Background: an optimization exercise with open tools, aiming at small area and a short achievable clock period. Do not read the settings as production practice.
Function was checked by simulation only, so behaviour that the tests miss may differ from the original.
Power and IR drop assume default switching activity.

`design.v`:
```
package deflect_port_alloc_pkg;
  localparam int CONTROL_W = 13;
  localparam int RMATRIX_W = 4;
  localparam int NPORT     = 4;
  localparam logic [3:0] AGE_MAX = 4'hF;
  localparam logic [1:0] DIR_N = 2'd0;
  localparam logic [1:0] DIR_S = 2'd1;
  localparam logic [1:0] DIR_E = 2'd2;
  localparam logic [1:0] DIR_W = 2'd3;
  typedef logic [CONTROL_W-1:0] control_t;
endpackage
import deflect_port_alloc_pkg::*;
module deflect_prio_rank
(
  input  logic [NPORT-1:0][3:0]       age,
  input  logic [NPORT-1:0]            vld,
  input  logic [NPORT-1:0]            go,
  output logic [NPORT-1:0]            ej,
  output logic [NPORT-1:0][NPORT-1:0] slot
);
  function automatic logic age_ge(input logic [3:0] a, input logic [3:0] b);
    logic c;
    c = a[0] | ~b[0];
    for (int n = 1; n < 4; n++)
      c = (a[n] & ~b[n]) | ((a[n] | ~b[n]) & c);
    age_ge = c;
  endfunction
  logic [NPORT-1:0][NPORT-1:0] bef;
  logic [NPORT-1:0]            eg, fwd;
  for (genvar a = 0; a < NPORT; a++) begin : g_a
    for (genvar b = a + 1; b < NPORT; b++) begin : g_b
      logic ge;
      assign ge     = age_ge(age[a], age[b]);
      assign bef[b][a] = ge;
      assign bef[a][b] = !ge;
    end
    assign bef[a][a] = 1'b0;
  end
  assign eg = vld & go;
  for (genvar i = 0; i < NPORT; i++) begin : g_i
    assign ej[i]  = eg[i] && !(|(eg & bef[i]));
    assign fwd[i] = vld[i] && !ej[i];
  end
  for (genvar i = 0; i < NPORT; i++) begin : g_r
    logic [NPORT-1:0] ah;
    logic [2:0]       o;         
    assign ah = fwd & bef[i];
    assign o  = (i == 0) ? ah[3:1] : (i == 1) ? {ah[3:2], ah[0]} :
                (i == 2) ? {ah[3], ah[1:0]} : ah[2:0];
    assign slot[0][i] = fwd[i] && !(|o);
    assign slot[1][i] = fwd[i] && ((o[0] && !o[1] && !o[2]) || (!o[0] && o[1] && !o[2]) ||
                                   (!o[0] && !o[1] && o[2]));
    assign slot[2][i] = fwd[i] && ((o[0] && o[1] && !o[2]) || (o[0] && !o[1] && o[2]) ||
                                   (!o[0] && o[1] && o[2]));
    assign slot[3][i] = fwd[i] && (&o);
  end
endmodule
import deflect_port_alloc_pkg::*;
module deflect_port_alloc
#(
  parameter int DATA_W     = 32,
  parameter int STARVE_LIM = 8
) (
  input  logic                             clk,
  input  logic                             rst,
  input  logic [NPORT-1:0][CONTROL_W-1:0]  in_control,
  input  logic [NPORT-1:0][DATA_W-1:0]     in_data,
  input  logic [NPORT-1:0][RMATRIX_W-1:0]  in_rmatrix,
  input  logic [NPORT-1:0]                 in_resource_go,
  input  logic                             inj_valid,
  input  logic [CONTROL_W-1:0]             inj_control,
  input  logic [DATA_W-1:0]                inj_data,
  input  logic [RMATRIX_W-1:0]             inj_rmatrix,
  output logic                             inj_ready,
  output logic [NPORT-1:0][CONTROL_W-1:0]  out_control,
  output logic [NPORT-1:0][DATA_W-1:0]     out_data,
  output logic                             eject_valid,
  output logic [CONTROL_W-1:0]             eject_control,
  output logic [DATA_W-1:0]                eject_data,
  output logic                             inj_starve
  ,
  output logic [15:0]                      deflect_count
);
  localparam int NSRC = NPORT + 1;               
  localparam int PW   = CONTROL_W - 1 + DATA_W;  
  logic                            full;
  logic [NPORT-1:0][NSRC-1:0]      sel_d, sel_q;    
  logic [NPORT-1:0]                ej_d, ej_q;      
  logic [NSRC-1:0][PW-1:0]         flit_q;
  logic [2:0]                      starve_cnt_d, starve_cnt_q;
  logic                            inj_starve_d, inj_starve_q;
  logic [2:0]                      n_defl;
  logic [16:0]                     defl_sum;
  logic [15:0]                     deflect_count_d, deflect_count_q;
  deflect_alloc_core u_alloc (
    .in_control     (in_control),
    .in_rmatrix     (in_rmatrix),
    .in_resource_go (in_resource_go),
    .inj_valid      (inj_valid),
    .inj_rmatrix    (inj_rmatrix),
    .full           (full),
    .sel_d          (sel_d),
    .ej_d           (ej_d),
    .n_defl         (n_defl)
  );
  assign inj_ready = !rst && inj_valid && !full;
  always_comb begin
    if (inj_valid && full) begin
      starve_cnt_d = starve_cnt_q + 3'd1;
      inj_starve_d = inj_starve_q || (starve_cnt_q == 3'(STARVE_LIM - 1));
    end else begin
      starve_cnt_d = 3'd0;
      inj_starve_d = 1'b0;
    end
    defl_sum        = {1'b0, deflect_count_q} + 17'(n_defl);
    deflect_count_d = defl_sum[16] ? 16'hFFFF : defl_sum[15:0];
  end
  always_ff @(posedge clk or posedge rst) begin
    if (rst) begin
      sel_q           <= '0;
      ej_q            <= '0;
      starve_cnt_q    <= 3'd0;
      inj_starve_q    <= 1'b0;
      deflect_count_q <= 16'd0;
    end else begin
      sel_q           <= sel_d;
      ej_q            <= ej_d;
      starve_cnt_q    <= starve_cnt_d;
      inj_starve_q    <= inj_starve_d;
      deflect_count_q <= deflect_count_d;
    end
  end
  always_ff @(posedge clk) begin
    flit_q <= {inj_control[11:0], inj_data,
               in_control[3][11:0], in_data[3], in_control[2][11:0], in_data[2],
               in_control[1][11:0], in_data[1], in_control[0][11:0], in_data[0]};
  end
  for (genvar p = 0; p < NPORT; p++) begin : g_out
    logic [PW-1:0] f;
    logic [3:0]    a;
    logic          v;
    assign f = ({PW{sel_q[p][0]}} & flit_q[0]) | ({PW{sel_q[p][1]}} & flit_q[1]) |
               ({PW{sel_q[p][2]}} & flit_q[2]) | ({PW{sel_q[p][3]}} & flit_q[3]) |
               ({PW{sel_q[p][4]}} & flit_q[4]);
    assign v = |sel_q[p];
    assign a = f[DATA_W +: 4];
    assign out_control[p] = {v, f[PW-1 -: 8], v ? ((a == AGE_MAX) ? AGE_MAX : a + 4'd1) : 4'd0};
    assign out_data[p]    = f[DATA_W-1:0];
  end
  logic [PW-1:0] ej_flit;
  assign ej_flit = ({PW{ej_q[0]}} & flit_q[0]) | ({PW{ej_q[1]}} & flit_q[1]) |
                   ({PW{ej_q[2]}} & flit_q[2]) | ({PW{ej_q[3]}} & flit_q[3]);
  assign eject_valid   = |ej_q;
  assign eject_control = {|ej_q, ej_flit[PW-1 -: CONTROL_W-1]};
  assign eject_data    = ej_flit[DATA_W-1:0];
  assign inj_starve    = inj_starve_q;
  assign deflect_count = deflect_count_q;
endmodule
module deflect_alloc_core
(
  input  logic [NPORT-1:0][CONTROL_W-1:0]  in_control,
  input  logic [NPORT-1:0][RMATRIX_W-1:0]  in_rmatrix,
  input  logic [NPORT-1:0]                 in_resource_go,
  input  logic                             inj_valid,
  input  logic [RMATRIX_W-1:0]             inj_rmatrix,
  output logic                             full,
  output logic [NPORT-1:0][NPORT:0]        sel_d,
  output logic [NPORT-1:0]                 ej_d,
  output logic [2:0]                       n_defl
);
  function automatic logic [NPORT-1:0] pick(input logic [NPORT-1:0] busy,
                                            input logic [RMATRIX_W-1:0] rm);
    logic [NPORT-1:0] f, g;
    f = rm & ~busy;
    g = '0;
    if      (f[DIR_E]) g[DIR_E] = 1'b1;
    else if (f[DIR_W]) g[DIR_W] = 1'b1;
    else if (f[DIR_N]) g[DIR_N] = 1'b1;
    else if (f[DIR_S]) g[DIR_S] = 1'b1;
    else if (!busy[0]) g[0] = 1'b1;
    else if (!busy[1]) g[1] = 1'b1;
    else if (!busy[2]) g[2] = 1'b1;
    else               g[3] = 1'b1;
    pick = g;
  endfunction
  logic [NPORT-1:0]                vld, go;
  logic [NPORT-1:0][3:0]           age;
  logic [NPORT-1:0][NPORT-1:0]     slot;       
  logic [NPORT-1:0][RMATRIX_W-1:0] s_rm;
  logic [NPORT-1:0]                s_fwd, s_defl;
  logic [NPORT:0][NPORT-1:0]       busy;
  logic [NPORT-1:0][NPORT-1:0]     s_gnt;      
  logic [NPORT-1:0]                i_gnt;
  logic                            i_defl, inj_ok;
  for (genvar i = 0; i < NPORT; i++) begin : g_in
    assign vld[i] = in_control[i][12];
    assign age[i] = in_control[i][3:0];
    assign go[i]  = in_resource_go[i];
  end
  deflect_prio_rank u_rank (
    .age  (age),
    .vld  (vld),
    .go   (go),
    .ej   (ej_d),
    .slot (slot)
  );
  assign full   = &vld && !(|go);
  assign inj_ok = inj_valid && !full;
  assign busy[0] = '0;
  for (genvar k = 0; k < NPORT; k++) begin : g_slot
    logic [NPORT-1:0] f, d, g;
    assign s_fwd[k] = |slot[k];
    assign s_rm[k]  = ({RMATRIX_W{slot[k][0]}} & in_rmatrix[0]) |
                      ({RMATRIX_W{slot[k][1]}} & in_rmatrix[1]) |
                      ({RMATRIX_W{slot[k][2]}} & in_rmatrix[2]) |
                      ({RMATRIX_W{slot[k][3]}} & in_rmatrix[3]);
    assign f = s_rm[k] & ~busy[k];
    if (k == 0) begin : g_d0
      assign d = 4'b0001;
    end else if (k == 1) begin : g_d1
      assign d = {2'b00, busy[k][0], !busy[k][0]};
    end else if (k == 2) begin : g_d2
      assign d = {1'b0, busy[k][0] & busy[k][1], busy[k][0] & !busy[k][1], !busy[k][0]};
    end else begin : g_d3
      assign d = ~busy[k];
    end
    if (k == NPORT - 1) begin : g_last
      assign g = ~busy[k];
    end else begin : g_pick
      assign g[DIR_E] = f[DIR_E] | (!(|f) & d[DIR_E]);
      assign g[DIR_W] = (f[DIR_W] & !f[DIR_E]) | (!(|f) & d[DIR_W]);
      assign g[DIR_N] = (f[DIR_N] & !f[DIR_E] & !f[DIR_W]) | (!(|f) & d[DIR_N]);
      assign g[DIR_S] = (f[DIR_S] & !f[DIR_N] & !f[DIR_E] & !f[DIR_W]) | (!(|f) & d[DIR_S]);
    end
    assign s_gnt[k]  = {NPORT{s_fwd[k]}} & g;
    assign s_defl[k] = s_fwd[k] && !(|f);
    assign busy[k+1] = busy[k] | s_gnt[k];
  end
  assign i_gnt  = inj_ok ? pick(busy[NPORT], inj_rmatrix) : '0;
  assign i_defl = inj_ok && !(|(inj_rmatrix & ~busy[NPORT]));
  for (genvar p = 0; p < NPORT; p++) begin : g_sel
    for (genvar i = 0; i < NPORT; i++) begin : g_src
      assign sel_d[p][i] = (slot[0][i] && s_gnt[0][p]) || (slot[1][i] && s_gnt[1][p]) ||
                           (slot[2][i] && s_gnt[2][p]) || (slot[3][i] && s_gnt[3][p]);
    end
    assign sel_d[p][NPORT] = i_gnt[p];
  end
  assign n_defl = 3'(s_defl[0]) + 3'(s_defl[1]) + 3'(s_defl[2]) + 3'(s_defl[3]) + 3'(i_defl);
endmodule
```
`flow/run.sh`:
```
#!/bin/bash
set -euo pipefail
HERE=$(pwd)
export BUFFER_PORTS_ARGS="-buffer_cell sky130_fd_sc_hd__buf_1"
export POST_RESIZE_TCL="$HERE/flow/post_resize.tcl"
bash standard.sh > standard_flow.log 2>&1
```
`flow/post_resize.tcl`:
```
# Runs inside ORFS's resize step, after repair_design. For this step only,
# inj_ready's output delay is raised so that repair_timing works on the
# input-to-inj_ready path (the design's only combinational path, and its
# critical one) until it can improve it no further. The constraint is put
# back before the step ends; later steps read the SDC file, unchanged.
set inj_port [get_ports inj_ready]
set_output_delay 31.5 -clock core_clock $inj_port
estimate_parasitics -placement
report_checks -through $inj_port -format end
repair_timing -setup -verbose
report_checks -through $inj_port
set_output_delay 8.0 -clock core_clock $inj_port
report_design_area
```
`standard.sh`:
```
#!/bin/bash
# synth_recipe.tcl (not shown) runs the flow's synth.tcl, then flattens the netlist and writes it again
# the make line also repeats each setting of config.mk as NAME=value (left out here)
make -C /OpenROAD-flow-scripts/flow DESIGN_CONFIG=/design/flow/config.mk WORK_HOME=/design/flow/orfs CLKGATE_MAP_FILE= SYNTH_SCRIPT=/design/flow/synth_recipe.tcl "${@:-finish}"
```
`config.mk`:
```
export PLATFORM = sky130hd
export DESIGN_NAME = deflect_port_alloc
export DESIGN_NICKNAME = deflect_port_alloc
export VERILOG_FILES = /design/flow/design.v
export SDC_FILE = /design/flow/constraint.sdc
export NUM_CORES = 4
export LEC_CHECK = 0
export CAP_MARGIN = 20
export CORE_MARGIN = 2
export CORE_UTILIZATION = 35
export CTS_BUF_LIST = sky130_fd_sc_hd__clkbuf_8
export PLACE_DENSITY = 0.45
export SLEW_MARGIN = 20
```
`constraint.sdc`:
```
create_clock -name core_clock -period 40.0 [get_ports {clk}]
set_input_delay 8.0000 -clock core_clock [delete_from_list [all_inputs] [get_ports {clk}]]
set_output_delay 8.0000 -clock core_clock [all_outputs]
set_load 0.01 [all_outputs]
```
==> summary.md, run 1 <==
| Metric | Value |
|---|---|
| Leakage power | `0.00695 uW` |
| Antenna viol nets, final | `0` |
| Worst slew margin | `39.1%` |
| CTS H-tree depth | `2` |
| Yosys reg bits | `264` |
| Worst R2R End | `deflect_count_q[11]` |
| Fin. max-slew vios | `0` |
| Multiplexer share of the synthesized area | `0.223%` |
| Die Y | `204 um` |
| Routed WL | `72000 um` |
| First-pass GRT wire length | `103000 um` |
| Resized Gates After CTS | `0` |
| Layout Area Growth over Synthesis | `23.8%` |
| Row cnt | `73` |
| Largest family of logic cells by synthesized area | `compound AO/OA/AOI/OAI gates` |
| Hold Path Depth | `1` |
| Cell depth of the worst setup path | `7` |
| GRT Total Usage | `33.0%` |
| Cell Chain, Critical Path | `buf_8 > inv_6 > nor4b_4 > nand4_1 > nand2_2 > nor2_1 > buf_2` |
| Placed Instances | `2470` |
| # IOs | `496` |
| DRT iter0 DRCs | `2483` |
| Die area | `41600 um^2` |
| Simple-gate area share of the yosys netlist | `15.2%` |
| Clock buffer depth | `3` |
| Syn_nets | `1823` |
| RePlAce Congestion | `0.897` |
| Router iterations before antenna repair | `13` |
| CP Launch Type | `input pin` |
| Initial Utilization | `35.3%` |
| Final Setup Violations | `0` |
| Commonest non-fill, non-tap cell in the layout | `buf_1` |
| Power density cells | `52.9 nW/um^2` |
| PortBufs | `494` |
| Number of global-route vias before repair | `15800` |
| Largest net degree at the start of global routing | `46` |
| Setup bufs post-CTS | `0` |
| Least-Margin Pin Slew | `0.890 ns` |
| Syn Area/Cell | `8.99 um^2` |
| Worst-case clock skew | `0.00665 ns` |
| XOR/XNOR Fraction of Synth Area | `0.751%` |
| Via count | `16500` |
| Commonest non-fill, non-tap cells in the layout | `buf_1, a22oi_1, nand2_1, dfxtp_1, a222oi_1` |
| Netlist cell types | `95` |
| Delay-heaviest family, CP | `simple AND/OR/NAND/NOR gates` |
| Clock latency (worst-skew pair) | `0.61 ns` |
| Worst path arrival time | `8.96 ns` |
| Final Hold Fails | `0` |
| Post-DR vias/cell | `6.43` |
| Worst vdd ir | `0.0000289 V` |
| Status | `timing/DRC/antenna clean` |
| Hold worst-path end | `starve_cnt_q[0]` |
| Max cap viols | `0` |
| Final non-filler cell total | `2566` |
| Number of synthesized flops with an enable pin | `0` |
| Mapped Area | `14000 um^2` |
| Initial antenna violation count | `9` |
| Fillers | `4051` |
| DPL Wire Length | `46300 um` |
| Final hold slack | `0.436 ns` |
| Asr flop ratio synth | `16.7%` |
| CTS tree | `done` |
| Crit path required time | `32.00 ns` |
| Num CTS Buffers | `49` |
| Max stage delay on crit path | `0.26 ns` |
| Unrepaired setup endpoints after global routing | `false` |
| Period utilization | `42.4%` |
| Drt wl/cell | `28.1 um` |
| Worst R2R Start | `deflect_count_q[0]` |
| Syn Inst Count | `1557` |
| Hold_sp | `starve_cnt_q[0]` |
| Worst R2R Path Depth | `11` |
| Placed cell area | `16300 um^2` |
| Post-synthesis adder-cell area fraction | `1.71%` |
| Post-synth top flop | `dfxtp_1` |
| Crit-path slowest cell | `nor4b_4` |
| Syn. warnings | `3` |
| # clock sinks | `264` |
| Total grt overflow | `0` |
| Post-synthesis sequential area ratio | `39.3%` |
| Core Area | `39600 um^2` |
| DRC viols | `0` |
| Setup total negative slack | `0 ns` |
| Synth Area in Compound Gates | `37.9%` |
| HP Class | `register to register` |
| Setup crit end kind | `primary output` |
| Clock transition at the registers of the reported paths | `0.05 ns` |
| Tmin final | `16.96 ns` |
| CTS Hold Bufs | `0` |
| Critical path buffer and inverter count | `3` |
| Layout cells sized above 1 | `8.65%` |
| Fmax | `0.0589 GHz` |
| Flop-to-flop setup slack | `37.42 ns` |
| Cell area after layout | `17300 um^2` |
| Root buffer cell | `clkbuf_8` |
| Final Net Count | `2262` |
| Kind of critical path | `input pin to primary output` |
| Chip width | `204 um` |
| CP max FO | `2` |
## final cells by class
class	instances	area, um^2	share of cell area [%]
well taps	525	657	3.79
inverters	40	155	0.895
flip-flops and latches	264	5540	31.9
repair buffers	523	2090	12.1
diodes	6	15.0	0.0867
clock inverters	21	88.8	0.513
multi-input cells	1118	7840	45.2
clock buffers	69	950	5.48
## state kept, by name (all words and copies together) (netlist names)
name             count
deflect_count_q     16
ej_q                 4
flit_q             220
inj_starve_q         1
sel_q               20
starve_cnt_q         3
## report_power, final
group | switching (uW) | internal (uW) | leakage, uW
registers | 31.1 | 283 | 0.00241
logic | 225 | 104 | 0.00394
clock network | 122 | 152 | 0.000596
total | 378 | 539 | 0.00695
## worst max-delay path by stage
stage	start	to	slack (ns)
floorplan	in_control[38]	inj_ready	23.39
global placement	in_control[38]	inj_ready	22.64
detailed placement	in_control[38]	inj_ready	23.02
CTS	in_control[38]	inj_ready	23.01
global route	in_resource_go[2]	inj_ready	22.97
finish	in_control[38]	inj_ready	23.04
## metrics by stage
step / setup slack, ns / power, uW / utilization [%]
2_1_floorplan: 23.39 / 499 / -
3_3_place_gp: 22.64 / 639 / 40.8
3_5_place_dp: 23.02 / 640 / 41.0
4_1_cts: 23.01 / 916 / 43.6
5_1_grt: 22.97 / 960 / 43.7
6_report: 23.04 / 917 / 43.7
## logic make-up (layout without fill, tap and decap cells)
group           after synthesis  in the layout
simple gates                452            452
compound gates              633            633
xor+xnor                     12             12
other cells                   0              6
fa+ha+maj                    18             18
mux                           3              3
flops                       264            264
buf+inv                     175            653
## metal layers
metal	global-route usage (%)	part of all wire [%]	vias to the layer above
li1	-	-	7223
met1	43.2	40	7920
met2	51.2	45	1175
met3	8.98	12	188
met4	13.9	3.5	6
met5	0	0.068	-
## Yosys cell counts, drive strengths merged (5+ instances only)
library cell    n  share of area, %
a2111oi         5              0.45
a211o           5              0.31
a211oi          9              0.59
a21o           10              0.54
a21oi          36               1.3
a221oi          9              0.56
a222oi        180                13
a22oi         274                15
a31oi           9              0.49
a32oi           8              0.50
and2           14              0.67
and3            8              0.36
buf            11              0.52
clkbuf        124               3.3
dfrtp          44               7.9
dfxtp         220                31
ha             11              0.98
inv            40               1.1
nand2         266               7.1
nand2b         13              0.58
nand3          30               1.1
nand3b          5              0.27
nand4           7              0.31
nor2           38               1.1
nor2b          17              0.78
nor3           16              0.68
nor4           10              0.64
o211a           5              0.36
o211ai          5              0.27
o21a            5              0.27
o21ai          22              0.81
o221ai         14              0.88
or3             5              0.22
or4             8              0.43
xnor2           5              0.31
xor2            7              0.44
==> inputs of run 2 (changes only) <==
--- a/design.v
+++ b/design.v
@@ -103,7 +103,13 @@
     .ej_d           (ej_d),
     .n_defl         (n_defl)
   );
-  assign inj_ready = !rst && inj_valid && !full;
+  deflect_inj_ready u_ready (
+    .rst        (rst),
+    .inj_valid  (inj_valid),
+    .vld        ({in_control[3][12], in_control[2][12], in_control[1][12], in_control[0][12]}),
+    .go         (in_resource_go),
+    .inj_ready  (inj_ready)
+  );
   always_comb begin
     if (inj_valid && full) begin
       starve_cnt_d = starve_cnt_q + 3'd1;
@@ -247,3 +253,13 @@
   end
   assign n_defl = 3'(s_defl[0]) + 3'(s_defl[1]) + 3'(s_defl[2]) + 3'(s_defl[3]) + 3'(i_defl);
 endmodule
+module deflect_inj_ready
+(
+  input  logic             rst,
+  input  logic             inj_valid,
+  input  logic [NPORT-1:0] vld,
+  input  logic [NPORT-1:0] go,
+  output logic             inj_ready
+);
+  assign inj_ready = !((&vld && !(|go)) || rst || !inj_valid);
+endmodule
--- a/config.mk
+++ b/config.mk
@@ -11,3 +11,5 @@
 export CTS_BUF_LIST = sky130_fd_sc_hd__clkbuf_8
 export PLACE_DENSITY = 0.45
 export SLEW_MARGIN = 20
+export SYNTH_HIERARCHICAL = 1
+export SYNTH_MINIMUM_KEEP_SIZE = 0
==> run 2 against run 1 <==
Still clean on timing, DRC and antenna. Largest cell class unchanged. Count of clock-buffer cells in the layout decreased by 6. First-iteration DRC count increased by 4.3%. Via count fell by 0.97%. Hold slack worse by 0.0025 ns. Largest power group unchanged. Synthesized cell count down 1.2%. Area after synthesis down 0.38%. Routed wire length is 1.3% higher. Setup slack improved by 0.34 ns.
==> summary.md, run 2 <==
| Metric | Value |
|---|---|
| PortBufs | `494` |
| Num CTS Buffers | `48` |
| Syn Area/Cell | `9.06 um^2` |
| Row cnt | `73` |
| Synth top area cells | `dfxtp_1, a22oi_1, a222oi_1, nand2_1, dfrtp_1` |
| Setup crit end kind | `primary output` |
| Worst R2R End | `deflect_count_q[13]` |
| Power density cells | `51.8 nW/um^2` |
| Met3 Usage GRT | `8.98%` |
| Least-Margin Pin Slew | `1.13 ns` |
| Die area | `41500 um^2` |
| Worst slew margin | `24.4%` |
| Initial Utilization | `35.3%` |
| Resized Gates After CTS | `0` |
| Final Setup Violations | `0` |
| Kind of critical path | `input pin to primary output` |
| CP max FO | `2` |
| Number of global-route vias before repair | `15800` |
| Chip width | `204 um` |
| Clock transition at the registers of the reported paths | `0.06 ns` |
| Unrepaired setup endpoints after global routing | `false` |
| Syn_nets | `1804` |
| Fin. max-slew vios | `0` |
| Commonest non-fill, non-tap cells in the layout | `buf_1, nand2_1, a22oi_1, dfxtp_1, a222oi_1` |
| Crit. Startpoint | `in_resource_go[1]` |
| Clock latency (worst-skew pair) | `0.62 ns` |
| DRC viols | `0` |
| Worst path arrival time | `8.62 ns` |
| Leading area contributor after synthesis | `dfxtp_1` |
| RePlAce Congestion | `0.914` |
| Max reg flops | `220` |
| Max cap viols | `0` |
| CTS tree | `done` |
| Fillers | `4102` |
| GRT Total Usage | `33.5%` |
| Syn Inst Count | `1539` |
| Worst R2R Start | `deflect_count_q[1]` |
| Crit-path slowest cell | `and4bb_1` |
| Worst R2R Path Depth | `5` |
| Via count | `16400` |
| GRT busiest layer | `met2` |
| Commonest non-fill, non-tap cell in the layout | `buf_1` |
| Worst vdd ir | `0.0000313 V` |
| Leakage power | `0.00712 uW` |
| Final non-filler cell total | `2546` |
| Yosys reg bits | `264` |
| Setup total negative slack | `0 ns` |
| Post-synth top area share | `31.6%` |
| Setup bufs post-CTS | `0` |
| Layout Area Growth over Synthesis | `23.7%` |
| Post-synth top cells | `nand2_1, a22oi_1, dfxtp_1` |
| Final Hold Fails | `0` |
| Asr flop ratio synth | `16.7%` |
| Reg with most FFs | `flit_q` |
| Final Net Count | `2238` |
| Clock buffer depth | `3` |
| HP Class | `register to register` |
| Die Y | `204 um` |
| Status | `timing/DRC/antenna clean` |
| Antenna viol nets, final | `0` |
| CP Launch Type | `input pin` |
| Initial antenna violation count | `13` |
| Drt wl/cell | `28.7 um` |
| Largest regs | `flit_q (220), sel_q (20), deflect_count_q (16)` |
| Number of synthesized flops with an enable pin | `0` |
| Placed Instances | `2448` |
| Flop-to-flop setup slack | `37.78 ns` |
| Critical Path End | `inj_ready` |
| # IOs | `496` |
| CTS Hold Bufs | `0` |
| Post-synthesis sequential area ratio | `39.5%` |
| Fmax | `0.0602 GHz` |
| Worst-case clock skew | `0.00828 ns` |
| Mapped Area | `13900 um^2` |
| Max stage delay on crit path | `0.27 ns` |
| Cell Chain, Critical Path | `buf_8 > and4bb_1 > a41oi_2 > buf_2` |
| Routed WL | `73000 um` |
| Post-DR vias/cell | `6.42` |
| Layout cells sized above 1 | `10.1%` |
| Met1 usage | `42.6%` |
| Period utilization | `41.6%` |
| Largest net degree at the start of global routing | `47` |
| Syn. warnings | `9` |
| Total grt overflow | `0` |
| DRT iter0 DRCs | `2589` |
| Root buffer cell | `clkbuf_8` |
| # clock sinks | `264` |
| Most numerous cell in the Yosys netlist | `nand2_1` |
| Met2 Use GR | `52.3%` |
| First-pass GRT wire length | `104000 um` |
| Crit path required time | `32.00 ns` |
| DPL Wire Length | `46100 um` |
| Netlist cell types | `103` |
| Post-synth top flop | `dfxtp_1` |
| Core Area | `39500 um^2` |
| Router iterations before antenna repair | `12` |
| Tmin final | `16.62 ns` |
| CTS H-tree depth | `2` |
==> run 2: cell count changes after synthesis, moves of 5 or more <==
cell      previous run  this run
a21oi_1             34        20
a22oi_1            273       278
nor2b_1             16         6
nor4_1               7         2
nand2_1            266       295
a221o_1              1         8
a32oi_1              8         1
a22o_1               2        12
nand3_1             30        20
o221ai_1            14         2
nor3_1              13         6
a21o_1              10         5
inv_1               40        27
==> run 2: how the worst min path moves through the flow <==
stage	slack, ns	depth (start not counted)	to	from
3_5_place_dp	0.43	1	starve_cnt_q[0]	starve_cnt_q[0]
2_1_floorplan	0.41	1	starve_cnt_q[0]	starve_cnt_q[0]
3_3_place_gp	0.43	1	starve_cnt_q[0]	starve_cnt_q[0]
5_1_grt	0.47	1	starve_cnt_q[0]	starve_cnt_q[0]
4_1_cts	0.44	1	starve_cnt_q[0]	starve_cnt_q[0]
6_report	0.43	1	starve_cnt_q[0]	starve_cnt_q[0]
==> run 2: through the flow <==
stage	instance area (um^2)	utilization, %	total power [uW]	setup slack [ns]	hold WS (ns)
6_report	17200	43.6	893	23.38	0.433
3_3_place_gp	16200	40.9	624	23.14	0.427
2_1_floorplan	13900	-	490	23.57	0.408
4_1_cts	17200	43.6	892	23.37	0.441
5_1_grt	17200	43.6	934	23.36	0.470
3_5_place_dp	16200	41.0	626	23.37	0.433
==> run 2: kinds of logic after synthesis <==
family | count (synthesis) | synth area share, %
xor+xnor | 9 | 0.565
fa+ha+maj | 17 | 1.65
mux | 7 | 0.529
simple gates | 458 | 15.6
compound gates | 609 | 37.1
flops | 264 | 39.5
buf+inv | 175 | 5.06
==> run 2: routing by layer <==
metal  vias to the layer above  share of wire, %  wire, um
li1                       7103                 -         -
met1                      7892                39     28100
met2                      1155                46     33500
met3                       194                12      8410
met4                         8               4.0      2890
met5                         -             0.078        57
==> run 2: power breakdown <==
part           internal (uW)  switching, uW
Clock                    147            119
Combinational            101            214
Sequential               282           29.8
==> run 2: area by class of cell <==
type / instances / area, um^2 / area share (%)
antenna: 9 / 22.5 / 0.131
sequential: 264 / 5540 / 32.1
clock inverter: 26 / 133 / 0.769
inverter: 29 / 109 / 0.631
clock buffer: 63 / 867 / 5.03
timing repair buffer: 530 / 2170 / 12.6
multi-input combinational: 1100 / 7760 / 45.0
tap: 525 / 657 / 3.81
==> run 2: worst max-delay path: cells and delay by family <==
| kind | cells | cell delay (ns) |
|---|---|---|
| AO/OA/AOI/OAI | 1 | 0.10 |
| buffers and inverters | 2 | 0.25 |
| AND/OR/NAND/NOR | 1 | 0.27 |
==> run 2: Yosys stat by module, one instance, submodules excluded <==
module / times used / cells
deflect_inj_ready: 1 / 4
deflect_alloc_core: 1 / 198
deflect_prio_rank: 1 / 159
deflect_port_alloc: 1 / 1178
==> inputs of run 3 (changes only) <==
==> flow/run.sh (replaced) <==
#!/bin/bash
set -euo pipefail
HERE=$(pwd)
export BUFFER_PORTS_ARGS="-buffer_cell sky130_fd_sc_hd__buf_1"
export POST_RESIZE_TCL="$HERE/flow/post_resize.tcl"
export CTS_ARGS="-sink_clustering_enable -repair_clock_nets -buf_list sky130_fd_sc_hd__clkbuf_16 -sink_clustering_size 30 -sink_clustering_max_diameter 100 -dont_use_dummy_load"
bash standard.sh > standard_flow.log 2>&1
--- a/config.mk
+++ b/config.mk
@@ -7,9 +7,8 @@
 export LEC_CHECK = 0
 export CAP_MARGIN = 20
 export CORE_MARGIN = 2
-export CORE_UTILIZATION = 35
-export CTS_BUF_LIST = sky130_fd_sc_hd__clkbuf_8
-export PLACE_DENSITY = 0.45
+export CORE_UTILIZATION = 45
+export PLACE_DENSITY = 0.55
 export SLEW_MARGIN = 20
 export SYNTH_HIERARCHICAL = 1
 export SYNTH_MINIMUM_KEEP_SIZE = 0
==> run 3 against run 2 <==
Highest routed layer is now met4. Clock power is 44% lower. Combinational power is 3% lower. Synthesized cell count stayed put. Global-route usage is 3.8 points higher. Cell area is 4.9% lower. Flip-flop and latch count stayed put. Register-to-register slack better by 0.07 ns. Maximum frequency hardly changed. Via count is 1.2% lower. Clock skew is 0.0031 ns lower. Setup slack worse by 0.0018 ns. Critical path type unchanged. Largest cell class unchanged. Die area is 22% lower.
==> summary.md, run 3 <==
| Metric | Value |
|---|---|
| Status | `timing/DRC/antenna clean` |
| Commonest non-fill, non-tap cell in the layout | `buf_1` |
| Worst path arrival time | `8.63 ns` |
| Netlist cell types | `103` |
| Final Setup Violations | `0` |
| First-pass GRT wire length | `95000 um` |
| Post-DR vias/cell | `6.92` |
| FF/Latch Area | `5540 um^2` |
| Syn Area/Cell | `9.06 um^2` |
| Number of global-route vias before repair | `15200` |
| Total grt overflow | `0` |
| Least-Margin Pin Slew | `1.24 ns` |
| Core Area | `30600 um^2` |
| Drt wl/cell | `27.4 um` |
| Yosys reg bits | `264` |
| Router iterations before antenna repair | `12` |
| Root buffer cell | `clkbuf_16` |
| Int Power | `446 uW` |
| Final hold slack | `0.456 ns` |
| Final Hold Fails | `0` |
| Post-synth top flop | `dfxtp_1` |
| Simple-gate area share of the yosys netlist | `15.6%` |
| Reg power frac | `40.7%` |
| Synth top area cells | `dfxtp_1, a22oi_1, a222oi_1, nand2_1, dfrtp_1` |
| Synth Area in Compound Gates | `37.1%` |
| Clock buffer depth | `3` |
| Post-synth top cells | `nand2_1, a22oi_1, dfxtp_1` |
| Die Y | `180 um` |
| Row cnt | `64` |
| Period utilization | `41.6%` |
| Commonest non-fill, non-tap cells in the layout | `buf_1, nand2_1, a22oi_1, dfxtp_1, a222oi_1` |
| Clock transition at the registers of the reported paths | `0.06 ns` |
| # clock sinks | `264` |
| Final non-filler cell total | `2335` |
| Syn_nets | `1804` |
| Initial Utilization | `45.6%` |
| Post-synthesis sequential area ratio | `39.5%` |
| Fmax | `0.0601 GHz` |
| Fin. max-slew vios | `0` |
| Layout cells sized above 1 | `7.45%` |
| CTS tree | `done` |
| Crit path required time | `32.00 ns` |
| Cell area after layout | `16400 um^2` |
| CP max FO | `2` |
| Post-synth top area share | `31.6%` |
| GRT Total Usage | `37.3%` |
| DRT iter0 DRCs | `2955` |
| DRC viols | `0` |
| CTS Hold Bufs | `0` |
| Asr flop ratio synth | `16.7%` |
| Largest family of logic cells by synthesized area | `compound AO/OA/AOI/OAI gates` |
| Die area | `32400 um^2` |
| Largest regs | `flit_q (220), sel_q (20), deflect_count_q (16)` |
| Kind of critical path | `input pin to primary output` |
| Number of synthesized flops with an enable pin | `0` |
| Multiplexer share of the synthesized area | `0.529%` |
| Power density cells | `46.7 nW/um^2` |
| Clock latency (worst-skew pair) | `0.49 ns` |
| Worst-case clock skew | `0.00519 ns` |
| Unrepaired setup endpoints after global routing | `false` |
| Antenna viol nets, final | `0` |
| Post-synthesis adder-cell area fraction | `1.65%` |
| RePlAce Congestion | `0.963` |
| HP Class | `register to register` |
| Routed WL | `64100 um` |
| Max cap viols | `0` |
| Clock network fraction of total power | `19.6%` |
| Setup bufs post-CTS | `0` |
| DPL Wire Length | `40900 um` |
| Leading area contributor after synthesis | `dfxtp_1` |
| Most numerous cell in the Yosys netlist | `nand2_1` |
| Via count | `16200` |
| Initial antenna violation count | `4` |
| Reg with most FFs | `flit_q` |
| Leakage power | `0.00668 uW` |
| Syn Inst Count | `1539` |
| Net Sw Power | `321 uW` |
| # IOs | `496` |
| Syn. warnings | `9` |
| CTS H-tree depth | `1` |
| Mapped Area | `13900 um^2` |
| Worst vdd ir | `0.0000304 V` |
| XOR/XNOR Fraction of Synth Area | `0.565%` |
| Chip width | `180 um` |
| Max reg flops | `220` |
| Setup crit end kind | `primary output` |
| Final Net Count | `2201` |
| Sw Ratio | `41.8%` |
| Fillers | `2985` |
| Placed cell area | `16000 um^2` |
| Layout Area Growth over Synthesis | `17.6%` |
| Worst slew margin | `17.0%` |
| Setup total negative slack | `0 ns` |
| PortBufs | `494` |
| Resized Gates After CTS | `0` |
| Combinational power share | `39.8%` |
| Placed Instances | `2316` |
| Area of the multi-input gates | `7760 um^2` |
| CP Launch Type | `input pin` |
| Num CTS Buffers | `14` |
| Largest net degree at the start of global routing | `47` |
| Tmin final | `16.63 ns` |
[run 3: cell types whose count changed in the layout (fill, tap and decap cells not counted), moves of 2 or more]
cell | previous run | this run
inv_1 | 48 | 26
clkinv_2 | 3 | 0
dfrtp_4 | 0 | 2
a211oi_2 | 3 | 1
clkbuf_8 | 63 | 0
buf_4 | 36 | 33
o31ai_2 | 2 | 0
diode_2 | 9 | 5
dfrtp_2 | 24 | 22
o31ai_1 | 1 | 3
clkbuf_16 | 0 | 14
a211oi_1 | 5 | 7
[run 3: layout make-up]
cell class | instances | share of cell area, %
diodes | 5 | 0.0763
clock buffers | 14 | 2.14
inverters | 29 | 0.663
multi-input cells | 1100 | 47.3
flip-flops and latches | 264 | 33.8
well taps | 396 | 3.02
repair buffers | 527 | 13.1
[run 3: Yosys stat by module (local to each module, per instance)]
module / flops+latches / copies in the design
deflect_port_alloc: 264 / 1
deflect_alloc_core: 0 / 1
deflect_prio_rank: 0 / 1
deflect_inj_ready: 0 / 1
[run 3: critical path, stage by stage]
cell,delay (ns)
buf_8,0.09
and4bb_1,0.26
a41oi_2,0.11
buf_2,0.16
[run 3: metrics by stage]
stage,setup slack [ns],util (%),power (uW)
final,23.37,53.6,767
after global routing,23.31,53.6,802
after CTS,23.37,53.5,762
after detailed placement,23.37,52.4,614
after global placement,23.16,52.2,611
after floorplan,23.57,-,490
[run 3: metal layers]
layer	global-route usage, %	vias up	part of all wire [%]	wire length [um]
met1	48.6	7613	37	23800
li1	-	6989	-	-
met3	8.23	217	13	8170
met5	0	-	0	0
met2	59.0	1344	45	29000
met4	17.5	0	4.9	3130
[run 3: path summary, 6_finish.rpt]
kind	from	end	slack, ns	cells past startpoint
max in group asynchronous	rst	sel_q[13]	31.92	3
setup reg to reg	deflect_count_q[1]	deflect_count_q[13]	37.85	5
hold / removal	starve_cnt_q[0]	starve_cnt_q[0]	0.46	1
setup / recovery	in_resource_go[1]	inj_ready	23.37	4
hold reg to reg	starve_cnt_q[0]	starve_cnt_q[0]	0.46	1
min in group asynchronous	rst	sel_q[10]	7.61	3
[run 3: logic make-up (layout without fill, tap and decap cells)]
| kind of cell | after synthesis | in the layout |
|---|---|---|
| DFF | 264 | 264 |
| muxes | 7 | 7 |
| buffers and inverters | 175 | 570 |
| AOI/OAI and AO/OA | 609 | 609 |
| xor gates and xnor gates | 9 | 9 |
| and+or+nand+nor | 458 | 458 |
| other | 0 | 5 |
| adders and majority gates | 17 | 17 |
[run 3: power by group through the flow]
stage / clock network [uW] / logic (uW) / registers (uW)
final: 150 / 305 / 312
after global routing: 162 / 326 / 314
after CTS: 153 / 299 / 310
after detailed placement: 0 / 298 / 316
after global placement: 0 / 296 / 316
after floorplan: 0 / 187 / 303
==> inputs of run 4 (changes only) <==
==> flow/run.sh (replaced) <==
#!/bin/bash
# The standard layout with these changes to how it is made:
#  - synthesis is the standard flow's, except that ABC maps the logic with flow/area.abc
#    (flow/synth_area.tcl); registers are mapped before ABC, unchanged;
#  - every input and output port is buffered by a sky130_fd_sc_hd__buf_1
#    instead of the buffer buffer_ports picks by itself;
#  - after placement resizing, post_resize.tcl repairs setup timing against
#    tighter targets (see that file);
set -euo pipefail
HERE=$(pwd)
export FLOW_SYNTH_TCL="$HERE/synth_recipe.tcl"
export AREA_ABC_SCRIPT="$HERE/flow/area.abc"
export BUFFER_PORTS_ARGS="-buffer_cell sky130_fd_sc_hd__buf_1"
export POST_RESIZE_TCL="$HERE/flow/post_resize.tcl"
export CTS_ARGS="-sink_clustering_enable -repair_clock_nets -buf_list sky130_fd_sc_hd__clkbuf_16 -sink_clustering_size 30 -sink_clustering_max_diameter 100 -dont_use_dummy_load"
sed "s#SYNTH_SCRIPT=[^ ]*#SYNTH_SCRIPT=$HERE/flow/synth_area.tcl#" standard.sh > standard_area.sh
grep -q "SYNTH_SCRIPT=$HERE/flow/synth_area.tcl" standard_area.sh
bash standard_area.sh > standard_flow.log 2>&1
==> flow/area.abc (new file) <==
&get -n
&st
&dch
&nf -R 1000 -p
&put
topo
stime -c
dnsize -c
==> flow/post_resize.tcl (replaced) <==
# Runs inside ORFS's resize step, after repair_design. Two setup repairs
# against tighter targets than the constraints, for this step only:
#  1. inj_ready's output delay is raised so that repair_timing works on the
#     input-to-inj_ready path (the only combinational path) until it can
#     improve it no further; the output delay is then put back;
#  2. every path is repaired to a setup slack of at least 23 ns.
# Later steps read the SDC file, unchanged.
set inj_port [get_ports inj_ready]
set_output_delay 31.5 -clock core_clock $inj_port
estimate_parasitics -placement
report_checks -through $inj_port -format end
repair_timing -setup -verbose
report_checks -through $inj_port
set_output_delay 8.0 -clock core_clock $inj_port
report_checks -group_path_count 5 -format end
repair_timing -setup -setup_margin 23.0 -verbose
report_checks -group_path_count 5 -format end
report_design_area
==> flow/synth_area.tcl (new file) <==
# The standard flow's synthesis script (synth_recipe.tcl, sourced below) with one change:
# ABC maps the combinational logic with flow/area.abc, an area-recovering
# script, instead of ORFS's speed script. Registers are mapped before ABC
# runs, so they are exactly the standard synthesis's.
proc abc {args} {
  set i [lsearch -exact $args -script]
  if {$i >= 0} { lset args [expr {$i + 1}] $::env(AREA_ABC_SCRIPT) }
  yosys abc {*}$args
}
source $::env(FLOW_SYNTH_TCL)
==> run 4 against run 3 <==
Total power increased by 1.3%. Count of clock-buffer cells in the layout is 1 lower. Core utilization is 3.3 points higher. Register-to-register slack got worse by 0.10 ns. Sequential power about the same. Hold slack got worse by 0.016 ns. First-iteration DRC count rose by 4.1%. Critical path type unchanged. Largest power group is now combinational cells.
==> summary.md, run 4 <==
| Metric | Value |
|---|---|
| Total grt overflow | `0` |
| Num CTS Buffers | `13` |
| Post-synth top flop | `dfxtp_1` |
| FF/Latch Area | `5540 um^2` |
| Delay-heaviest family, CP | `simple AND/OR/NAND/NOR gates` |
| Max stage delay on crit path | `0.51 ns` |
| CTS H-tree depth | `1` |
| First-pass GRT wire length | `88800 um` |
| Least-Margin Pin Slew | `0.832 ns` |
| CP max FO | `2` |
| Cell area after layout | `15400 um^2` |
| HP Class | `register to register` |
| CP Launch Type | `input pin` |
| Final Net Count | `2139` |
| Area of the multi-input gates | `6810 um^2` |
| Reg power frac | `40.3%` |
| Initial antenna violation count | `12` |
| Setup bufs post-CTS | `0` |
| Post-synth top cells | `nand2_1, a222oi_1, dfxtp_1` |
| Drt wl/cell | `27.9 um` |
| Placed Instances | `2200` |
| Worst vdd ir | `0.0000391 V` |
| Setup crit end kind | `primary output` |
| DRT iter0 DRCs | `3076` |
| Syn Inst Count | `1331` |
| Post-synthesis sequential area ratio | `44.3%` |
| Combinational power share | `40.9%` |
| Fin. max-slew vios | `0` |
| Leading area contributor after synthesis | `dfxtp_1` |
| Kind of critical path | `input pin to primary output` |
| Number of synthesized flops with an enable pin | `0` |
| Worst slew margin | `44.1%` |
| Yosys reg bits | `264` |
| Sw Ratio | `42.7%` |
| Resized Gates After CTS | `0` |
| Worst-case clock skew | `0.00228 ns` |
| Final non-filler cell total | `2229` |
| CTS tree | `done` |
| Asr flop ratio synth | `16.7%` |
| GRT Total Usage | `40.2%` |
| PortBufs | `494` |
| Number of global-route vias before repair | `14500` |
| Layout cells sized above 1 | `4.49%` |
| Clock network fraction of total power | `18.7%` |
| Max cap viols | `0` |
| Syn Area/Cell | `9.34 um^2` |
| Pre-CTS WS | `22.86 ns` |
| Commonest non-fill, non-tap cell in the layout | `buf_1` |
| Die Y | `170 um` |
| Tmin final | `16.94 ns` |
| Placed cell area | `15000 um^2` |
| RePlAce Congestion | `0.954` |
| Fmax | `0.0590 GHz` |
| Net Sw Power | `331 uW` |
| Router iterations before antenna repair | `14` |
| # IOs | `496` |
| Status | `timing/DRC/antenna clean` |
| DPL Wire Length | `40100 um` |
| Initial Utilization | `46.0%` |
| Routed WL | `62200 um` |
| Unrepaired setup endpoints after global routing | `false` |
| Most numerous cell in the Yosys netlist | `nand2_1` |
| Critical path buffer and inverter count | `2` |
| Chip width | `170 um` |
| Power density cells | `50.4 nW/um^2` |
| Core Area | `27000 um^2` |
| CTS Hold Bufs | `0` |
| Setup WS post-layout | `23.06 ns` |
| Crit-path slowest cell | `or4_1` |
| Post-DR vias/cell | `7.02` |
| Syn. warnings | `9` |
| Syn_nets | `1596` |
| Leakage power | `0.00622 uW` |
| Reg with most FFs | `flit_q` |
| Clock latency (worst-skew pair) | `0.49 ns` |
| Mapped Area | `12400 um^2` |
| Crit path required time | `32.00 ns` |
| Clock buffer depth | `3` |
| Root buffer cell | `clkbuf_16` |
| Period utilization | `42.3%` |
| Int Power | `445 uW` |
| Setup total negative slack | `0 ns` |
| Row cnt | `60` |
| Netlist cell types | `44` |
| Post-synth top area share | `35.4%` |
| Clock transition at the registers of the reported paths | `0.09 ns` |
| Worst path arrival time | `8.94 ns` |
| DRC viols | `0` |
| Via count | `15600` |
| Largest net degree at the start of global routing | `46` |
| Final Hold Fails | `0` |
| Synth top area cells | `dfxtp_1, a222oi_1, a22oi_1, nand2_1, dfrtp_1` |
| Final Setup Violations | `0` |
| Die area | `29000 um^2` |
| Max reg flops | `220` |
| Largest regs | `flit_q (220), sel_q (20), deflect_count_q (16)` |
| Cell Chain, Critical Path | `buf_1 > or4_1 > nor2_1 > nor3b_1 > buf_2` |
| # clock sinks | `264` |
| Fillers | `2633` |
| Antenna viol nets, final | `0` |
| Commonest non-fill, non-tap cells in the layout | `buf_1, nand2_1, a222oi_1, dfxtp_1, a22oi_1` |
| Layout Area Growth over Synthesis | `23.9%` |
-- run 4: cell types whose count changed in the layout (fill, tap and decap cells not counted), sizes merged, moves of 11 or more --
cell and delta:
a22oi -100, a222oi +64, nand2 +59, inv -28
clkinv +26, a22o -13, diode +11
-- run 4: power by group through the flow --
stage	combinational (uW)	clock (uW)	sequential, uW
6_report	318	145	313
5_1_grt	337	155	315
4_1_cts	309	147	311
3_5_place_dp	307	0	317
3_3_place_gp	305	0	316
2_1_floorplan	157	0	327
-- run 4: per-layer routing --
layer | vias up | part of all wire [%] | track usage (%)
li1 | 6680 | - | -
met1 | 7257 | 35 | 49.4
met2 | 1409 | 45 | 61.6
met3 | 296 | 14 | 10.7
met4 | 2 | 6.9 | 27.3
met5 | - | 0.019 | 0
-- run 4: final cells by class --
type	instances	area share (%)
inverter	27	0.658
tap	341	2.77
clock buffer	13	2.11
antenna	16	0.260
multi-input combinational	1035	44.2
timing repair buffer	533	14.0
sequential	264	35.9
-- run 4: stage by stage --
| step | power (uW) | util (%) | hold WS (ns) |
|---|---|---|---|
| final | 776 | 57.0 | 0.441 |
| after global placement | 621 | 55.5 | 0.429 |
| after floorplan | 484 | - | 0.408 |
| after CTS | 767 | 56.8 | 0.446 |
| after detailed placement | 624 | 55.6 | 0.432 |
| after global routing | 807 | 56.9 | 0.450 |
-- run 4: kinds of logic after synthesis --
kind of cell,count (synthesis),share of synthesized area [%]
compound gates,497,34.2
simple gates,499,17.0
flops,264,44.3
fa+ha+maj,23,2.29
buf+inv,32,1.12
xor+xnor,16,1.13
-- run 4: worst paths after layout --
path,start,to,slack [ns],cells past startpoint
min in group asynchronous,rst,ej_q[3],7.62,3
worst max-delay path,in_resource_go[2],inj_ready,23.06,5
max in group asynchronous,rst,sel_q[9],31.92,3
worst min register to register,starve_cnt_q[0],starve_cnt_q[0],0.44,1
worst max register to register,deflect_count_q[0],deflect_count_q[15],37.75,9
worst min-delay path,starve_cnt_q[0],starve_cnt_q[0],0.44,1
-- run 4: per-module statistics from Yosys, one instance, submodules excluded --
module	times used	cells inside
deflect_prio_rank	1	110
deflect_alloc_core	1	167
deflect_inj_ready	1	4
deflect_port_alloc	1	1050
==> inputs of run 5 (changes only) <==
--- a/design.v
+++ b/design.v
@@ -92,6 +92,7 @@
   logic [2:0]                      n_defl;
   logic [16:0]                     defl_sum;
   logic [15:0]                     deflect_count_d, deflect_count_q;
+  logic [2:0]                      n_defl_q;    
   deflect_alloc_core u_alloc (
     .in_control     (in_control),
     .in_rmatrix     (in_rmatrix),
@@ -118,7 +119,7 @@
       starve_cnt_d = 3'd0;
       inj_starve_d = 1'b0;
     end
-    defl_sum        = {1'b0, deflect_count_q} + 17'(n_defl);
+    defl_sum        = {1'b0, deflect_count_q} + 17'(n_defl_q);
     deflect_count_d = defl_sum[16] ? 16'hFFFF : defl_sum[15:0];
   end
   always_ff @(posedge clk or posedge rst) begin
@@ -128,12 +129,14 @@
       starve_cnt_q    <= 3'd0;
       inj_starve_q    <= 1'b0;
       deflect_count_q <= 16'd0;
+      n_defl_q        <= 3'd0;
     end else begin
       sel_q           <= sel_d;
       ej_q            <= ej_d;
       starve_cnt_q    <= starve_cnt_d;
       inj_starve_q    <= inj_starve_d;
       deflect_count_q <= deflect_count_d;
+      n_defl_q        <= n_defl;
     end
   end
   always_ff @(posedge clk) begin
@@ -160,7 +163,7 @@
   assign eject_control = {|ej_q, ej_flit[PW-1 -: CONTROL_W-1]};
   assign eject_data    = ej_flit[DATA_W-1:0];
   assign inj_starve    = inj_starve_q;
-  assign deflect_count = deflect_count_q;
+  assign deflect_count = deflect_count_d;
 endmodule
 module deflect_alloc_core
 (
--- a/flow/run.sh
+++ b/flow/run.sh
@@ -12,7 +12,7 @@
 export AREA_ABC_SCRIPT="$HERE/flow/area.abc"
 export BUFFER_PORTS_ARGS="-buffer_cell sky130_fd_sc_hd__buf_1"
 export POST_RESIZE_TCL="$HERE/flow/post_resize.tcl"
-export CTS_ARGS="-sink_clustering_enable -repair_clock_nets -buf_list sky130_fd_sc_hd__clkbuf_16 -sink_clustering_size 30 -sink_clustering_max_diameter 100 -dont_use_dummy_load"
+export CTS_ARGS="-sink_clustering_enable -repair_clock_nets -buf_list sky130_fd_sc_hd__clkbuf_16 -sink_clustering_size 20 -sink_clustering_max_diameter 70 -dont_use_dummy_load"
 sed "s#SYNTH_SCRIPT=[^ ]*#SYNTH_SCRIPT=$HERE/flow/synth_area.tcl#" standard.sh > standard_area.sh
 grep -q "SYNTH_SCRIPT=$HERE/flow/synth_area.tcl" standard_area.sh
 bash standard_area.sh > standard_flow.log 2>&1
--- a/flow/post_resize.tcl
+++ b/flow/post_resize.tcl
@@ -13,6 +13,6 @@
 report_checks -through $inj_port
 set_output_delay 8.0 -clock core_clock $inj_port
 report_checks -group_path_count 5 -format end
-repair_timing -setup -setup_margin 23.0 -verbose
+repair_timing -setup -setup_margin 23.3 -verbose
 report_checks -group_path_count 5 -format end
 report_design_area
--- a/config.mk
+++ b/config.mk
@@ -7,7 +7,7 @@
 export LEC_CHECK = 0
 export CAP_MARGIN = 20
 export CORE_MARGIN = 2
-export CORE_UTILIZATION = 45
+export CORE_UTILIZATION = 40
 export PLACE_DENSITY = 0.55
 export SLEW_MARGIN = 20
 export SYNTH_HIERARCHICAL = 1
==> run 5 against run 4 <==
First-iteration DRC count shrank 3.1%. Flip-flop and latch count grew 3. Clock skew grew 0.044 ns. Cell count grew 2.8%. Global-route usage shrank 2.9 points. Combinational power is essentially flat. Hold slack lost 0.014 ns. Register-to-register slack lost 0.04 ns. Maximum frequency grew 0.28%.
==> summary.md, run 5 <==
| Metric | Value |
|---|---|
| Status | `timing/DRC/antenna clean` |
| Cell Chain, Critical Path | `buf_1 > or4_1 > nor2_1 > nor3b_1 > buf_2` |
| Initial Utilization | `40.8%` |
| RePlAce Congestion | `0.939` |
| CTS tree | `done` |
| Post-synth top cells | `nand2_1, a222oi_1, dfxtp_1` |
| CTS Hold Bufs | `0` |
| Final Hold Fails | `0` |
| GRT Total Usage | `37.3%` |
| Die Y | `181 um` |
| Asr flop ratio synth | `17.6%` |
| Setup total negative slack | `0 ns` |
| Resized Gates After CTS | `0` |
| FF/Latch Area | `5610 um^2` |
| PortBufs | `494` |
| Power density cells | `53.2 nW/um^2` |
| Max stage delay on crit path | `0.47 ns` |
| Total power draw | `839 uW` |
| Worst slew margin | `45.9%` |
| Period utilization | `42.2%` |
| Delay-heaviest family, CP | `simple AND/OR/NAND/NOR gates` |
| Worst R2R End | `deflect_count_q[15]` |
| Final Setup Violations | `0` |
| Chip width | `181 um` |
| Max reg flops | `220` |
| Reg with most FFs | `flit_q` |
| Setup bufs post-CTS | `0` |
| Hold Path Depth | `1` |
| Hold worst-path end | `starve_cnt_q[0]` |
| Post-synth top area share | `35.2%` |
| Setup crit end kind | `primary output` |
| Post-synthesis sequential area ratio | `44.6%` |
| DPL Wire Length | `42700 um` |
| Largest net degree at the start of global routing | `48` |
| Total grt overflow | `0` |
| Number of synthesized flops with an enable pin | `0` |
| Layout cells sized above 1 | `4.77%` |
| First-pass GRT wire length | `93800 um` |
| DRT iter0 DRCs | `2980` |
| Fin. max-slew vios | `0` |
| Num CTS Buffers | `24` |
| Clock transition at the registers of the reported paths | `0.06 ns` |
| Syn Inst Count | `1334` |
| Leakage power | `0.00640 uW` |
| Critical path buffer and inverter count | `2` |
| CP Launch Type | `input pin` |
| Commonest non-fill, non-tap cells in the layout | `buf_1, nand2_1, a222oi_1, dfxtp_1, a22oi_1` |
| Number of global-route vias before repair | `14500` |
| # IOs | `496` |
| Syn Area/Cell | `9.37 um^2` |
| Post-DR vias/cell | `6.77` |
| Crit path required time | `32.00 ns` |
| Worst-case clock skew | `0.0467 ns` |
| CP max FO | `4` |
| Yosys reg bits | `267` |
| Max cap viols | `0` |
| HP Class | `register to register` |
| Flop-to-flop setup slack | `37.71 ns` |
| Worst path arrival time | `8.89 ns` |
| Post-synth top flop | `dfxtp_1` |
| Cell area after layout | `15800 um^2` |
| Syn. warnings | `9` |
| Kind of critical path | `input pin to primary output` |
| Worst R2R Path Depth | `9` |
| Router iterations before antenna repair | `14` |
| Hold_sp | `starve_cnt_q[0]` |
| Root buffer cell | `clkbuf_16` |
| Most numerous cell in the Yosys netlist | `nand2_1` |
| Unrepaired setup endpoints after global routing | `false` |
| Worst R2R Start | `deflect_count_q[0]` |
| Syn_nets | `1599` |
| Antenna viol nets, final | `0` |
| Core Area | `30700 um^2` |
| Commonest non-fill, non-tap cell in the layout | `buf_1` |
| Placed cell area | `15200 um^2` |
| Crit-path slowest cell | `or4_1` |
| Final Net Count | `2153` |
| Netlist cell types | `44` |
| Fmax | `0.0592 GHz` |
| Via count | `15500` |
| Synth top area cells | `dfxtp_1, a222oi_1, a22oi_1, nand2_1, dfrtp_1` |
| Row cnt | `64` |
| Routed WL | `64900 um` |
| # clock sinks | `267` |
| CTS H-tree depth | `1` |
| Final hold slack | `0.427 ns` |
| Initial antenna violation count | `10` |
| Tmin final | `16.89 ns` |
| Layout Area Growth over Synthesis | `26.2%` |
| Largest regs | `flit_q (220), sel_q (20), deflect_count_q (16)` |
| Clock latency (worst-skew pair) | `0.56 ns` |
| Least-Margin Pin Slew | `0.811 ns` |
| Area of the multi-input gates | `6790 um^2` |
| Die area | `32700 um^2` |
| Clock buffer depth | `3` |
| Leading area contributor after synthesis | `dfxtp_1` |
| DRC viols | `0` |
| Drt wl/cell | `28.3 um` |
| Mapped Area | `12500 um^2` |
| Worst vdd ir | `0.0000480 V` |
| Fillers | `3053` |
run 5: cell count changes after synthesis, sizes merged:
cell   change
dfrtp      +3
run 5: worst reg2reg max path, cell delays in order, from the launching register on:
cell	delay (ns)
dfrtp_1	0.37
ha_1	0.22
fa_1	0.40
a21oi_1	0.26
nor2_1	0.10
nand3_1	0.16
nor2_1	0.11
nand3_1	0.19
a21boi_0	0.20
o21ai_0	0.14
run 5: cell families (layout without fill, tap and decap cells):
| family | after synthesis | count (layout) | synth area share (%) |
|---|---|---|---|
| and+or+nand+nor | 499 | 499 | 16.9 |
| AOI/OAI and AO/OA | 497 | 497 | 34.0 |
| DFF | 267 | 267 | 44.6 |
| buffers and inverters | 32 | 584 | 1.11 |
| adders and majority gates | 23 | 23 | 2.28 |
| xor gates and xnor gates | 16 | 16 | 1.12 |
| other | 0 | 9 | 0 |
run 5: area by class of cell:
cell class | count | area share, %
antenna | 9 | 0.143
tap | 396 | 3.14
inverter | 27 | 0.642
sequential | 267 | 35.6
timing repair buffer | 533 | 13.7
clock buffer | 24 | 3.81
multi-input combinational | 1035 | 43.0
run 5: per-stage QoR:
| stage | utilization (%) | cells | worst slack, ns |
|---|---|---|---|
| 3_5_place_dp | 49.4 | 2258 | 23.10 |
| 3_3_place_gp | 49.3 | 2255 | 23.08 |
| 5_1_grt | 51.4 | 2288 | 23.05 |
| 4_1_cts | 51.4 | 2282 | 23.10 |
| 6_report | 51.4 | 2291 | 23.11 |
| 2_1_floorplan | - | 1334 | 23.33 |
run 5: how the worst max path moves through the flow:
stage                                  from   endpoint  cells after the start
after floorplan           in_resource_go[1]  inj_ready                      3
after global placement    in_resource_go[0]  inj_ready                      5
after detailed placement  in_resource_go[3]  inj_ready                      5
after CTS                 in_resource_go[3]  inj_ready                      5
after global routing      in_resource_go[3]  inj_ready                      5
final                     in_resource_go[3]  inj_ready                      5
run 5: metal layers:
layer / share of wire [%] / GRT usage (%) / vias to the layer above
li1: - / - / 6692
met2: 45 / 57.8 / 1330
met3: 14 / 10.0 / 213
met5: 0.035 / 0 / -
met4: 5.1 / 18.1 / 4
met1: 36 / 48.1 / 7272
run 5: power breakdown:
part	total, uW	switching [uW]	internal, uW	leakage (uW)
Clock	205	100	105	0.000296
Sequential	319	32.8	286	0.00245
Combinational	315	212	103	0.00365
run 5: Yosys stat by module, one instance, submodules excluded:
module              cell area (um^2)  cells  flops+latches  times used
deflect_port_alloc             10900   1053            267           1
deflect_alloc_core               997    167              0           1
deflect_prio_rank                608    110              0           1
deflect_inj_ready               25.0      4              0           1
==> inputs of run 6 (changes only) <==
--- a/flow/run.sh
+++ b/flow/run.sh
@@ -12,7 +12,7 @@
 export AREA_ABC_SCRIPT="$HERE/flow/area.abc"
 export BUFFER_PORTS_ARGS="-buffer_cell sky130_fd_sc_hd__buf_1"
 export POST_RESIZE_TCL="$HERE/flow/post_resize.tcl"
-export CTS_ARGS="-sink_clustering_enable -repair_clock_nets -buf_list sky130_fd_sc_hd__clkbuf_16 -sink_clustering_size 20 -sink_clustering_max_diameter 70 -dont_use_dummy_load"
+export CTS_ARGS="-sink_clustering_enable -repair_clock_nets -buf_list sky130_fd_sc_hd__clkbuf_16 -sink_clustering_size 28 -sink_clustering_max_diameter 90 -dont_use_dummy_load"
 sed "s#SYNTH_SCRIPT=[^ ]*#SYNTH_SCRIPT=$HERE/flow/synth_area.tcl#" standard.sh > standard_area.sh
 grep -q "SYNTH_SCRIPT=$HERE/flow/synth_area.tcl" standard_area.sh
 bash standard_area.sh > standard_flow.log 2>&1
==> flow/synth_area.tcl (replaced) <==
# The standard flow's synthesis script (synth_recipe.tcl, sourced below) with one change
# to how ABC maps the combinational logic: the small deflect_inj_ready
# module (inj_ready, the only combinational output) keeps ORFS's speed
# script; all other logic is mapped with flow/area.abc, an area-recovering
# script. Registers are mapped before ABC runs, so they are exactly the
# standard synthesis's.
proc abc {args} {
  set i [lsearch -exact $args -script]
  if {$i >= 0} {
    if {[catch {yosys abc {*}$args deflect_inj_ready} err]} {
      puts "speed mapping of deflect_inj_ready skipped: $err"
    }
    lset args [expr {$i + 1}] $::env(AREA_ABC_SCRIPT)
  }
  yosys abc {*}$args
}
source $::env(FLOW_SYNTH_TCL)
==> run 6 against run 5 <==
Largest cell class unchanged. Setup slack improved by 0.27 ns. Hold slack improved by 0.012 ns. Register-to-register slack worse by 0.05 ns. Count of clock-buffer cells in the layout fell by 9. Critical endpoint unchanged. Cell area down 1.1%.
==> summary.md, run 6 <==
| Metric | Value |
|---|---|
| Clock transition at the registers of the reported paths | `0.07 ns` |
| Commonest non-fill, non-tap cell in the layout | `buf_1` |
| Routed wl met2 | `29400 um` |
| CP Launch Type | `input pin` |
| Clock latency (worst-skew pair) | `0.50 ns` |
| Syn Area/Cell | `9.38 um^2` |
| Post-synth top cells | `nand2_1, a222oi_1, dfxtp_1` |
| Root buffer cell | `clkbuf_16` |
| Fin. max-slew vios | `0` |
| Kind of critical path | `input pin to primary output` |
| Final hold slack | `0.438 ns` |
| Worst R2R Start | `deflect_count_q[0]` |
| Total grt overflow | `0` |
| Syn_nets | `1599` |
| Fmax | `0.0602 GHz` |
| PortBufs | `494` |
| Core Area | `30700 um^2` |
| Synth top area cells | `dfxtp_1, a222oi_1, a22oi_1, nand2_1, dfrtp_1` |
| Crit path required time | `32.00 ns` |
| Worst R2R Path Depth | `9` |
| DRT iter0 DRCs | `3575` |
| GRT Total Usage | `37.4%` |
| Die Y | `181 um` |
| Row cnt | `64` |
| Clock buffer depth | `3` |
| Max cap viols | `0` |
| HP Class | `register to register` |
| CTS tree | `done` |
| Flop-to-flop setup slack | `37.66 ns` |
| Routed WL | `64900 um` |
| Via count | `15500` |
| Largest net degree at the start of global routing | `46` |
| Setup total negative slack | `0 ns` |
| Worst R2R End | `deflect_count_q[15]` |
| Die area | `32700 um^2` |
| Layout cells sized above 1 | `4.53%` |
| Status | `timing/DRC/antenna clean` |
| Placed cell area | `15200 um^2` |
| Asr flop ratio synth | `17.6%` |
| Core Util, Final | `50.9%` |
| RePlAce Congestion | `0.899` |
| Max reg flops | `220` |
| Post-synthesis sequential area ratio | `44.6%` |
| CTS Hold Bufs | `0` |
| Mapped Area | `12500 um^2` |
| Hold_sp | `starve_cnt_q[0]` |
| Initial Utilization | `40.8%` |
| Commonest non-fill, non-tap cells in the layout | `buf_1, nand2_1, a222oi_1, dfxtp_1, a22oi_1` |
| CTS H-tree depth | `1` |
| Met3 WL | `9360 um` |
| Number of global-route vias before repair | `14600` |
| Highest routed metal layer | `met5` |
| Period utilization | `41.6%` |
| Leading area contributor after synthesis | `dfxtp_1` |
| Yosys reg bits | `267` |
| Least-Margin Pin Slew | `0.813 ns` |
| Worst-case clock skew | `0.00316 ns` |
| Fillers | `3063` |
| Total power draw | `794 uW` |
| DPL Wire Length | `41700 um` |
| # clock sinks | `267` |
| Met1 wire length | `22900 um` |
| Netlist cell types | `46` |
| Area of the multi-input gates | `6810 um^2` |
| Num CTS Buffers | `15` |
| FF/Latch Area | `5610 um^2` |
| Most numerous cell in the Yosys netlist | `nand2_1` |
| First-pass GRT wire length | `94000 um` |
| Number of synthesized flops with an enable pin | `0` |
| Router iterations before antenna repair | `14` |
| Post-DR vias/cell | `6.80` |
| Setup crit end kind | `primary output` |
| Leakage power | `0.00632 uW` |
| Chip width | `181 um` |
| Antenna viol nets, final | `0` |
| Power density cells | `50.9 nW/um^2` |
| Drt wl/cell | `28.4 um` |
| DRC viols | `0` |
| Tmin final | `16.62 ns` |
| Final Net Count | `2143` |
| CP max FO | `2` |
| Final Setup Violations | `0` |
| Unrepaired setup endpoints after global routing | `false` |
| Largest regs | `flit_q (220), sel_q (20), deflect_count_q (16)` |
| Worst vdd ir | `0.0000370 V` |
| Initial antenna violation count | `12` |
| Cell area after layout | `15600 um^2` |
| Post-synth top flop | `dfxtp_1` |
| Worst slew margin | `45.6%` |
| Worst path arrival time | `8.62 ns` |
| Layout Area Growth over Synthesis | `24.6%` |
| Post-synth top area share | `35.2%` |
| # IOs | `496` |
| Reg with most FFs | `flit_q` |
| Resized Gates After CTS | `0` |
| Syn Inst Count | `1334` |
| Final Hold Fails | `0` |
| Setup bufs post-CTS | `0` |
| Hold worst-path end | `starve_cnt_q[0]` |
| Syn. warnings | `9` |
| Hold Path Depth | `1` |
-- run 6: changes by cell type in the layout (fill, tap and decap cells not counted), sizes merged --
cell	delta
nand4	-1
buf	-1
diode	+1
nand2b	+1
and4bb	+1
clkinv	-1
inv	+1
a41oi	+1
clkbuf	-9
or4	-1
nor3b	-1
-- run 6: power breakdown --
group	leakage, uW	switching, uW	total [uW]	internal [uW]
combinational	0.00368	215	318	103
sequential	0.00245	31.9	318	286
clock	0.000185	90.0	158	67.6
-- run 6: how the worst max path moves through the flow --
stage / startpoint / to / slack (ns) / depth (start not counted)
after CTS: in_resource_go[0] / inj_ready / 23.37 / 4
after detailed placement: in_resource_go[0] / inj_ready / 23.38 / 4
after global routing: in_control[25] / inj_ready / 23.35 / 4
final: in_resource_go[0] / inj_ready / 23.38 / 4
after global placement: in_resource_go[0] / inj_ready / 23.26 / 4
after floorplan: in_resource_go[0] / inj_ready / 23.57 / 2
-- run 6: per-layer routing --
metal	vias up	track usage [%]
met4	6	16.7
met5	-	0
li1	6666	-
met1	7314	47.1
met2	1320	60.5
met3	219	9.31
-- run 6: logic make-up (layout without fill, tap and decap cells) --
group	Yosys count	in the layout	synth area share, %
AO/OA/AOI/OAI	498	498	34.1
XOR/XNOR	16	16	1.12
adder cells (fa/ha/maj)	23	23	2.28
buffers and inverters	32	574	1.11
flip-flops	267	267	44.6
other	0	10	0
AND/OR/NAND/NOR	498	498	16.8
-- run 6: per-stage QoR --
stage / worst slack (ns) / instances
after global routing: 23.35 / 2277
after floorplan: 23.57 / 1334
final: 23.38 / 2282
after CTS: 23.37 / 2272
after global placement: 23.26 / 2255
after detailed placement: 23.38 / 2257
-- run 6: critical path, cell delays in order --
cell and delay, ns:
buf_8 0.09, and4bb_1 0.27, a41oi_2 0.10, buf_2 0.15
-- run 6: layout make-up --
cell class,count,area share [%]
inverter,27,0.649
timing repair buffer,532,14.0
antenna,10,0.160
multi-input combinational,1035,43.6
sequential,267,36.0
clock buffer,15,2.41
tap,396,3.18
-- run 6: Yosys stat by module, one instance, submodules excluded --
module,cell area [um^2],copies in the design
deflect_prio_rank,608,1
deflect_alloc_core,997,1
deflect_inj_ready,38.8,1
deflect_port_alloc,10900,1

## what the ideal ports hide
How much do the figures lean on ideal ports? The routed layouts below were timed once more, with nothing changed but the port constraints. Step 1: set_driving_cell puts a clkbuf_16 on clk and a buf_2 on each other input, an assumption about the parent block. Step 2 moves the port delays by t, midway between the first and last clock arrival at a register: inputs arrive t later, outputs are due t later. That takes back most of the time a late clock gives input paths. a / b / c = ideal / step 1 / step 2; a / b = the first two.
run	shift t [ns]	setup WS [ns]	latest minus earliest clock arrival (ns)	cell pins on the clock port's net
run 1	0.671	23.036 / 22.984 / 22.984	0.049 / 0.049	1
run 2	0.672	23.375 / 23.337 / 23.337	0.033 / 0.033	1
run 3	0.542	23.373 / 23.330 / 23.330	0.056 / 0.056	1
run 4	0.543	23.061 / 23.026 / 22.712	0.033 / 0.034	1
run 5	0.591	23.108 / 23.088 / 23.088	0.051 / 0.051	1
run 6	0.548	23.377 / 23.338 / 23.338	0.044 / 0.045	1
After both steps setup and hold are still met in every run listed. For run 4, which loses most, drivers alone change the setup slack by -0.035 ns; drivers and shift together by -0.349 ns.
